This design comes from an exercise in tuning for small area and few clock cycles per item on the open sky130 flow, not from production work. In this exercise RTL edits were held to simulation tests only and were not proved equivalent to the original. Power figures rest on the tool's default switching activity, not on a simulated workload.

== the baseline ==
## threshold_outer_boundary_marker
module threshold_outer_boundary_marker (
  input  wire logic clk,
  input  wire logic rst_n,
  input  wire logic                           in_valid,
  output logic                                in_ready,
  input  wire logic [tobm_pkg::CH_W-1:0]      in_red,
  input  wire logic [tobm_pkg::CH_W-1:0]      in_green,
  input  wire logic [tobm_pkg::CH_W-1:0]      in_blue,
  input  wire logic                           in_flush,
  output logic                                out_valid,
  input  wire logic                           out_ready,
  output logic                                out_edge,
  output logic [tobm_pkg::COLUMN_W-1:0]       out_column,
  output logic                                out_frame_end,
  input  wire logic                           cfg_valid,
  output logic                                cfg_ready,
  input  wire logic [tobm_pkg::CFG_IDX_W-1:0]  cfg_index,
  input  wire logic [tobm_pkg::CFG_DATA_W-1:0] cfg_data
);
export LEC_CHECK = 0
export CAP_MARGIN = 35
export CORE_MARGIN = 2
export CORE_UTILIZATION = 40
export CTS_BUF_LIST = sky130_fd_sc_hd__clkbuf_4
export CTS_CLUSTER_DIAMETER = 30
export CTS_CLUSTER_SIZE = 10
export PLACE_DENSITY = 0.6
export SLEW_MARGIN = 45
create_clock -name core_clock -period 8.0 [get_ports {clk}]
run.sh (not shown) runs the stock make flow with config.mk's settings and CLKGATE_MAP_FILE= SYNTH_SCRIPT=/design/flow/synth_recipe.tcl, a recipe that flattens the netlist after the stock synthesis.
Testbench counts of the baseline, summed over its fixed seeds: cycles 70,032, pixels 70,024.
Input changes introduced in the candidate (baseline for comparison: the baseline):
--- a/flow/config.mk
+++ b/flow/config.mk
@@ -11,3 +11,3 @@
-export CTS_BUF_LIST = sky130_fd_sc_hd__clkbuf_4
-export CTS_CLUSTER_DIAMETER = 30
-export CTS_CLUSTER_SIZE = 10
+export CTS_BUF_LIST = sky130_fd_sc_hd__clkbuf_8
+export CTS_CLUSTER_DIAMETER = 60
+export CTS_CLUSTER_SIZE = 20
Findings:
- Changes observed in the candidate relative to the baseline: multi-input combinational area share climbed 0.18 points; static leakage power lower; maximum clock frequency saw a decrease; sequential share of cell area went up by 3.4 points; sequential cell count closely matched the old numbers.

* * *

Another version of the RTL of threshold_outer_boundary_marker (not shown whole).
For scale: roughly 2,800 cells after synthesis, ~58 I/O pins, roughly 39,000 um^2 of cells after synthesis.
==> flow/config.mk <==
export PLATFORM = sky130hd
export DESIGN_NAME = threshold_outer_boundary_marker
export DESIGN_NICKNAME = threshold_outer_boundary_marker
export VERILOG_FILES = /design/flow/design.v
export SDC_FILE = /design/flow/constraint.sdc
export NUM_CORES = 4
export LEC_CHECK = 0
export CAP_MARGIN = 35
export CORE_MARGIN = 2
export CORE_UTILIZATION = 65
export CTS_BUF_LIST = sky130_fd_sc_hd__clkbuf_8
export CTS_CLUSTER_DIAMETER = 50
export CTS_CLUSTER_SIZE = 16
export PLACE_DENSITY = 0.8
export SLEW_MARGIN = 45
==> flow/constraint.sdc <==
create_clock -name core_clock -period 8.0 [get_ports {clk}]
set_input_delay 1.6000 -clock core_clock [delete_from_list [all_inputs] [get_ports {clk}]]
set_output_delay 1.6000 -clock core_clock [all_outputs]
set_load 0.01 [all_outputs]
The first run completed without violations.
Testbench counts at the start, summed over its fixed seeds: cycles 70,032, pixels 70,024.
Edit:
==> flow/flow/run.sh (new file) <==
#!/bin/bash
# The standard layout (the standard.sh: ORFS synthesis to finish, same
# settings), except that the port buffers are the smallest buffer cell,
# buf_1, instead of the cell ORFS picks. Every port still gets its buffer.
set -euo pipefail
bash standard.sh 'BUFFER_PORTS_ARGS=-buffer_cell sky130_fd_sc_hd__buf_1' finish > standard.log 2>&1
==> flow/standard.sh (new file) <==
#!/bin/bash
# synth_recipe.tcl (not shown) runs the flow's synth.tcl, then flattens the netlist and writes it again
# the make line also repeats each setting of config.mk as NAME=value (left out here)
make -C /OpenROAD-flow-scripts/flow DESIGN_CONFIG=/design/flow/config.mk WORK_HOME=/design/flow/orfs CLKGATE_MAP_FILE= SYNTH_SCRIPT=/design/flow/synth_recipe.tcl "${@:-finish}"
removed: flow/run.sh
The new run ran to the end with no violations.
Setup slack improves by 600 ps.
Final area goes down slightly.
Global-route usage goes up by 0.28 points.
Edit:
==> flow/run.sh (new file) <==
#!/bin/bash
# synth_recipe.tcl (not shown) runs the flow's synth.tcl, then flattens the netlist and writes it again
# the make line also repeats each setting of config.mk as NAME=value (left out here)
make -C /OpenROAD-flow-scripts/flow DESIGN_CONFIG=/design/flow/config.mk WORK_HOME=/design/flow/orfs CLKGATE_MAP_FILE= SYNTH_SCRIPT=/design/flow/synth_recipe.tcl finish
--- a/flow/config.mk
+++ b/flow/config.mk
@@ -9,7 +9,7 @@
 export CORE_MARGIN = 2
-export CORE_UTILIZATION = 65
+export CORE_UTILIZATION = 70
 export CTS_BUF_LIST = sky130_fd_sc_hd__clkbuf_8
-export CTS_CLUSTER_DIAMETER = 50
-export CTS_CLUSTER_SIZE = 16
-export PLACE_DENSITY = 0.8
+export CTS_CLUSTER_DIAMETER = 40
+export CTS_CLUSTER_SIZE = 20
+export PLACE_DENSITY = 0.85
 export SLEW_MARGIN = 45
removed: flow/flow/run.sh
removed: flow/standard.sh
The new run finished with timing, DRC and antenna clean.
Routed wire length rises by 18%.
Global-route usage rises by 5.4 points.
Clock-buffer cell count rises by 14.
Synthesized area does not change.

* * *

Setup of run 1:
Starting RTL as in the previous note.
==> flow/design.v (excerpt) <==
module threshold_outer_boundary_marker (
  input  wire logic clk,
  input  wire logic rst_n,
  input  wire logic                           in_valid,
  output logic                                in_ready,
  input  wire logic [tobm_pkg::CH_W-1:0]      in_red,
  input  wire logic [tobm_pkg::CH_W-1:0]      in_green,
  input  wire logic [tobm_pkg::CH_W-1:0]      in_blue,
  input  wire logic                           in_flush,
  output logic                                out_valid,
  input  wire logic                           out_ready,
  output logic                                out_edge,
  output logic [tobm_pkg::COLUMN_W-1:0]       out_column,
  output logic                                out_frame_end,
  input  wire logic                           cfg_valid,
  output logic                                cfg_ready,
  input  wire logic [tobm_pkg::CFG_IDX_W-1:0]  cfg_index,
  input  wire logic [tobm_pkg::CFG_DATA_W-1:0] cfg_data
);
  logic [THRESH_W-1:0] sum_threshold;
  logic [COL_W-1:0]    last_col;
  logic [SUM_W-1:0]    sum;
  logic                cur;
  logic                in_acc;
  logic                step;
  logic                produce;
  logic                adv;
  logic                edge_nxt;
  logic [COL_W-1:0]    cnt_r;
  logic [ROWS_W-1:0]   rows_r;
  logic                left_r;
  logic                pend_a_r;
  logic                pend_u_r;
  logic [2:0]          head;
  logic [2:0]          next;
  logic [2:0]          x_in;
  logic                odd;
  logic                cen_a;
  logic                cen_u;
  logic                right_fg;
  logic                new_u;
  logic                ea;
  logic                eu;
  logic                oa;
  logic                ou;
  ...
Settings: LEC_CHECK=0, ABC_AREA=1, CAP_MARGIN=35, CORE_MARGIN=2, CORE_UTILIZATION=65, CTS_BUF_LIST=sky130_fd_sc_hd__clkbuf_16, CTS_CLUSTER_DIAMETER=60, CTS_CLUSTER_SIZE=30, PLACE_DENSITY=0.8, SLEW_MARGIN=45; clock period 8.0 ns.
Stock flow here: none of the scripts above is used.
Testbench counts of run 1, summed over its fixed seeds: cycles 70,032, pixels 70,024.
Here is what was changed in the inputs of run 2 compared with run 1.
Settings: changing CTS_CLUSTER_SIZE from 30 to 16; changing CTS_BUF_LIST from sky130_fd_sc_hd__clkbuf_16 to sky130_fd_sc_hd__clkbuf_8; changing CTS_CLUSTER_DIAMETER from 60 to 50.
==> flow/flow/run.sh (new file) <==
#!/bin/bash
# The standard layout (the standard.sh: ORFS synthesis to finish, same
# settings), except that the port buffers are the smallest buffer cell,
# buf_1, instead of the cell ORFS picks. Every port still gets its buffer.
set -euo pipefail
bash standard.sh 'BUFFER_PORTS_ARGS=-buffer_cell sky130_fd_sc_hd__buf_1' finish > standard.log 2>&1
==> flow/standard.sh (new file) <==
#!/bin/bash
# synth_recipe.tcl (not shown) runs the flow's synth.tcl, then flattens the netlist and writes it again
# the make line also repeats each setting of config.mk as NAME=value (left out here)
make -C /OpenROAD-flow-scripts/flow DESIGN_CONFIG=/design/flow/config.mk WORK_HOME=/design/flow/orfs CLKGATE_MAP_FILE= SYNTH_SCRIPT=/design/flow/synth_recipe.tcl "${@:-finish}"
removed: flow/run.sh
## What came out
Register-to-register slack (run 2 over run 1): decrease, 120 ps
Lower leakage power among run 1 and run 2: run 2
Run 2 ends up with a switching power share of the total that is 0.44 points higher than in run 1.
When the final numbers for run 1 and run 2 were put side by side, the routed length on met2 turned out to be smaller in run 2.
Relative to run 2, the following input files were edited for run 3:
==> flow/run.sh (new file) <==
#!/bin/bash
# synth_recipe.tcl (not shown) runs the flow's synth.tcl, then flattens the netlist and writes it again
# the make line also repeats each setting of config.mk as NAME=value (left out here)
make -C /OpenROAD-flow-scripts/flow DESIGN_CONFIG=/design/flow/config.mk WORK_HOME=/design/flow/orfs CLKGATE_MAP_FILE= SYNTH_SCRIPT=/design/flow/synth_recipe.tcl finish
removed: flow/flow/run.sh
removed: flow/standard.sh
Findings:
Reported for run 3 and run 2, length of the first detailed-routing pass in iterations turned out identical to the last digit. Run 3 reports a lower routed wire length than run 2 does. Run 3 vs run 2 — global-route wire length before repair dropped slightly.

-- what the ideal ports hide --
No port has a modelled driver above. Below, the same layouts with a new extraction and two added sets of constraints.
Step 1, drivers: a clkbuf_16 drives clk and a buf_2 each remaining input, both assumed.
Step 2 moves the port delays by t, midway between the first and last clock arrival at a register: inputs arrive t later, outputs are due t later. That takes back most of the time a late clock gives input paths.
Slacks: no drivers / after step 1 / after step 2; pairs: no drivers / after step 1.
run | shift t [ns] | slack for setup (ns) | hold WS [ns] | worst setup path at the end | cell pins on the clock port's net
the baseline | 1.136 | 2.508 / 2.543 / 1.407 | 0.366 / 0.366 / 0.366 | input to register | 1
the candidate | 0.793 | 2.168 / 2.204 / 1.411 | 0.410 / 0.410 / 0.410 | input to register | 1
the first run of note 2 | 0.794 | 2.593 / 2.628 / 1.834 | 0.314 / 0.314 / 0.314 | input to register | 1
the second run of note 2 | 0.804 | 3.189 / 3.209 / 2.418 | 0.302 / 0.302 / 0.302 | input to register | 1
the third run of note 2 | 0.792 | 2.597 / 2.604 / 1.831 | 0.290 / 0.290 / 0.290 | input to register | 1
run 1 | 0.682 | 1.925 / 1.955 / 1.273 | 0.313 / 0.313 / 0.313 | input to register | 1
run 2 | 0.784 | 2.410 / 2.447 / 1.663 | 0.303 / 0.303 / 0.303 | input to register | 1
run 3 | 0.786 | 2.022 / 2.049 / 1.263 | 0.308 / 0.308 / 0.308 | input to register | 1
After both steps every run listed still meets setup and hold. The setup slack of the baseline, which loses most, moves by +0.035 ns with the drivers and by -1.101 ns with both steps.
